This is an optimization exercise on Yosys and OpenROAD, whose aim is small area and a short achievable clock period, not a production implementation.
In this exercise RTL edits were held to simulation tests only and were not proved equivalent to the original.
Power and IR drop assume default switching activity.

## old
==> flow/design.v <==
module fft_ucode_seq #(
   parameter int CW    = 15,
   parameter int AW    = 8,
   parameter int DEPTH = 203,
   parameter int NFW   = 4
) (
   input  logic           clk,
   input  logic           rst,
   input  logic           start,
   input  logic [NFW-1:0] nframes,
   input  logic [AW-1:0]  last_addr,
   input  logic           stall,
   input  logic           abort,
   input  logic           prog_we,
   input  logic [AW-1:0]  prog_addr,
   input  logic [CW-1:0]  prog_data,
   output logic [CW-1:0]  ctrl,
   output logic           ctrl_valid,
   output logic           frame_done,
   output logic           busy,
   output logic           done
);
   localparam logic [AW-1:0] LAST_MAX = AW'(DEPTH - 1);
   localparam int NH = (DEPTH + 15) / 16;    
   localparam int NG = (DEPTH + 3) / 4;      
   logic           run;             
   logic [AW-1:0]  pc, la;
   logic [NFW-1:0] frem;
   logic           accept, adv, at_last, more, wr_ok, to0, inc, nxg;
   logic [15:0]    wlo;
   logic [NH-1:0]  whi;
   logic [CW-1:0]  wdq;
   logic [CW-1:0]  mem [DEPTH];
   logic [NG-1:0]  ng, ngn;
   logic [CW-1:0]  nb [4];
   logic [CW-1:0]  nb_n [4];
   logic [CW-1:0]  lb [4];
   logic [CW-1:0]  g0 [4];
   assign accept  = !run && start && !busy;
   assign adv     = run && !abort && !stall;
   assign at_last = (pc == la);
   assign more    = (frem > NFW'(1));
   assign wr_ok   = prog_we && !busy && !rst && (32'(prog_addr) < DEPTH);
   assign to0     = accept || (adv && at_last && more);
   assign inc     = adv && !at_last;
   assign nxg     = inc && (pc[1:0] == 2'b11);
   always_ff @(posedge clk) begin
      for (int j = 0; j < 16; j++) wlo[j] <= wr_ok && (prog_addr[3:0] == 4'(j));
      for (int j = 0; j < NH; j++) whi[j] <= (prog_addr[7:4] == 4'(j));
      wdq <= prog_data;
   end
   always_ff @(posedge clk) begin
      for (int i = 0; i < DEPTH; i++)
         if (wlo[i % 16] && whi[i / 16]) mem[i] <= wdq;
   end
   always_comb begin
      for (int k = 0; k < 4; k++) begin
         if (wr_ok && prog_addr == AW'(k)) g0[k] = prog_data;
         else if (wlo[k] && whi[0])        g0[k] = wdq;
         else                              g0[k] = mem[k];
      end
   end
   always_comb begin
      for (int k = 0; k < 4; k++) begin
         nb_n[k] = '0;
         for (int g = 1; g < NG; g++)
            if (4 * g + k < DEPTH && (k < 2 ? ng[g] : !ngn[g]))
               nb_n[k] = nb_n[k] | mem[4 * g + k];
      end
   end
   always_ff @(posedge clk) begin
      for (int k = 0; k < 4; k++) begin
         nb[k] <= nb_n[k];
         if (to0)
            lb[k] <= g0[k];
         else if (nxg)
            lb[k] <= nb[k];
      end
   end
   always_ff @(posedge clk) begin
      if (rst || to0) begin
         ng  <= NG'(2);
         ngn <= {{(NG - 2){1'b1}}, 2'b01};
      end else if (nxg) begin
         ng  <= {ng[NG-2:0], 1'b0};
         ngn <= {ngn[NG-2:0], 1'b1};
      end
   end
   always_ff @(posedge clk) begin
      if (rst)
         ctrl <= '0;
      else if (adv)
         ctrl <= lb[pc[1:0]];
      else if (!run || abort)
         ctrl <= '0;
   end
   always_ff @(posedge clk) begin
      if (rst) begin
         run        <= 1'b0;
         pc         <= '0;
         frem       <= '0;
         la         <= '0;
         ctrl_valid <= 1'b0;
         frame_done <= 1'b0;
         busy       <= 1'b0;
         done       <= 1'b0;
      end else begin
         ctrl_valid <= adv;
         frame_done <= adv && at_last;
         done       <= !run && frame_done;
         if (to0)
            pc <= '0;
         else if (inc)
            pc <= pc + 1'b1;
         if (!run) begin
            busy <= accept;
            if (accept) begin
               run  <= 1'b1;
               la   <= (last_addr > LAST_MAX) ? LAST_MAX : last_addr;
               frem <= (nframes == '0) ? NFW'(1) : nframes;
            end
         end else if (abort) begin
            run  <= 1'b0;
            busy <= 1'b0;
         end else if (!stall) begin
            if (at_last) begin
               if (more) frem <= frem - 1'b1;
               else      run  <= 1'b0;
            end
         end
      end
   end
endmodule
make LEC_CHECK=0 ABC_CLOCK_PERIOD_IN_PS=2000 CAP_MARGIN=30 CORE_MARGIN=2 CORE_UTILIZATION=45 CTS_CLUSTER_DIAMETER=80 CTS_CLUSTER_SIZE=24 SETUP_SLACK_MARGIN=2.5 SLEW_MARGIN=40 TNS_END_PERCENT=10 finish   # period 5.0 ns
run.sh (not shown) runs the stock make flow with config.mk's settings and CLKGATE_MAP_FILE= SYNTH_SCRIPT=/design/flow/synth_recipe.tcl, a recipe that flattens the netlist after the stock synthesis.
old: done, clean on timing, DRC and antenna
Inputs modified between old and new:
Settings: PLACE_DENSITY now 0.7, previously not set.
Notes after the runs:
For old and new, there was not a single run that failed to finish clean. Summary of new over old: largest net degree at the start of global routing dropped 8.5%, setup slack dropped 0.042 ns, arrival time at the worst endpoint climbed 0.05 ns. On placed standard-cell area, old tracks new almost exactly. new: proportion of layout cells with a drive suffix above 1 0.33 points above old. Worst slew margin relative to its limit across old and new: no real change. old -> new: sum of routed wire segments on met1 decreased by more than 10%. Going from old to new, layout net count climbed 51, clock latency on the worst-skew pair dropped 0.02 ns, slew at the pin with the worst max-slew slack climbed 0.0096 ns. new vs. old: number of antenna violations at the first check in global routing went up by 6.

---

fft_ucode_seq, a different RTL version from the one above (not shown whole).
Size in the first run: roughly 60 I/O pins.
make LEC_CHECK=0 ABC_CLOCK_PERIOD_IN_PS=2000 CAP_MARGIN=20 CORE_MARGIN=2 CORE_UTILIZATION=40 SETUP_SLACK_MARGIN=2.6 SLEW_MARGIN=20 TNS_END_PERCENT=10 finish   # period 5.0 ns
The starting point finished with timing, DRC and antenna clean.
==> next run, changes <==
ABC_CLOCK_PERIOD_IN_PS = not set   (was 2000)
SETUP_SLACK_MARGIN = not set   (was 2.6)
TNS_END_PERCENT = not set   (was 10)
Count of clock-buffer cells in the layout came out lower by 27.
Synthesized cell count is unchanged.
Design area came out lower by a few percent.
Clock power hardly moves.
Non-clock buffer count came out lower by 92.
Setup slack is worse by 1200 ps.

---

Another version of the RTL of fft_ucode_seq (not shown whole).
Size in the first run: ~60 I/O pins, ~110000 um2 of cells after synthesis.
export LEC_CHECK = 0
export ABC_CLOCK_PERIOD_IN_PS = 2000
export CAP_MARGIN = 30
export CORE_MARGIN = 2
export CORE_UTILIZATION = 50
export CTS_CLUSTER_DIAMETER = 80
export CTS_CLUSTER_SIZE = 24
export SETUP_SLACK_MARGIN = 2.8
export SLEW_MARGIN = 40
export TNS_END_PERCENT = 10
create_clock -name core_clock -period 5.0 [get_ports {clk}]
Edit:
--- a/flow/config.mk
+++ b/flow/config.mk
@@ -9,8 +9,8 @@
 export CAP_MARGIN = 30
 export CORE_MARGIN = 2
-export CORE_UTILIZATION = 50
+export CORE_UTILIZATION = 45
 export CTS_CLUSTER_DIAMETER = 80
 export CTS_CLUSTER_SIZE = 24
-export SETUP_SLACK_MARGIN = 2.8
+export SETUP_SLACK_MARGIN = 2.5
 export SLEW_MARGIN = 40
 export TNS_END_PERCENT = 10
What happened: Clock power barely changes. Synthesized area is unchanged. Setup slack improved by 0.0071 ns. Cell count goes up by a few percent. Utilization goes down by 5.4 points. Via count goes up slightly. Total power hardly moves. Maximum frequency barely changes.

afterwards: timing with drivers on the ports:
Ports are ideal in the flow. The routed layouts listed here were re-timed in OpenROAD. Step 1 (the two cells are an assumption about what drives the block):
set clk [get_ports {clk}]
set_driving_cell -lib_cell sky130_fd_sc_hd__clkbuf_16 $clk
set_driving_cell -lib_cell sky130_fd_sc_hd__buf_2 [delete_from_list [all_inputs] $clk]
Step 2 also shifts input and output timing later by t, the mid clock arrival at the registers, as if the neighbouring blocks saw the same clock. Slacks: no drivers / after step 1 / after step 2; pairs: no drivers / after step 1.
run	t, ns	setup slack, ns	worst hold slack (ns)	worst register clock-pin slew, ns	worst data-port slew with drivers (ns)
old	0.947	2.132 / 2.132 / 1.427	0.482 / 0.482 / 0.482	0.10 / 0.10	0.07
new	0.922	2.090 / 2.090 / 1.515	0.484 / 0.484 / 0.484	0.11 / 0.11	0.07
the first run of note 2	0.959	1.874 / 1.874 / 1.370	0.359 / 0.305 / 0.474	0.07 / 0.07	0.19
the second run of note 2	0.954	0.691 / 0.691 / 0.558	0.473 / 0.464 / 0.473	0.07 / 0.07	0.17
the first run of note 3	0.969	2.109 / 2.109 / 1.736	0.483 / 0.483 / 0.483	0.10 / 0.10	0.05
the second run of note 3	0.962	2.116 / 2.116 / 1.671	0.475 / 0.475 / 0.475	0.10 / 0.10	0.05
After both steps setup and hold are still met in every run listed. The setup slack of old, which loses most, moves by 0.000 ns with the drivers and by -0.705 ns with both steps.
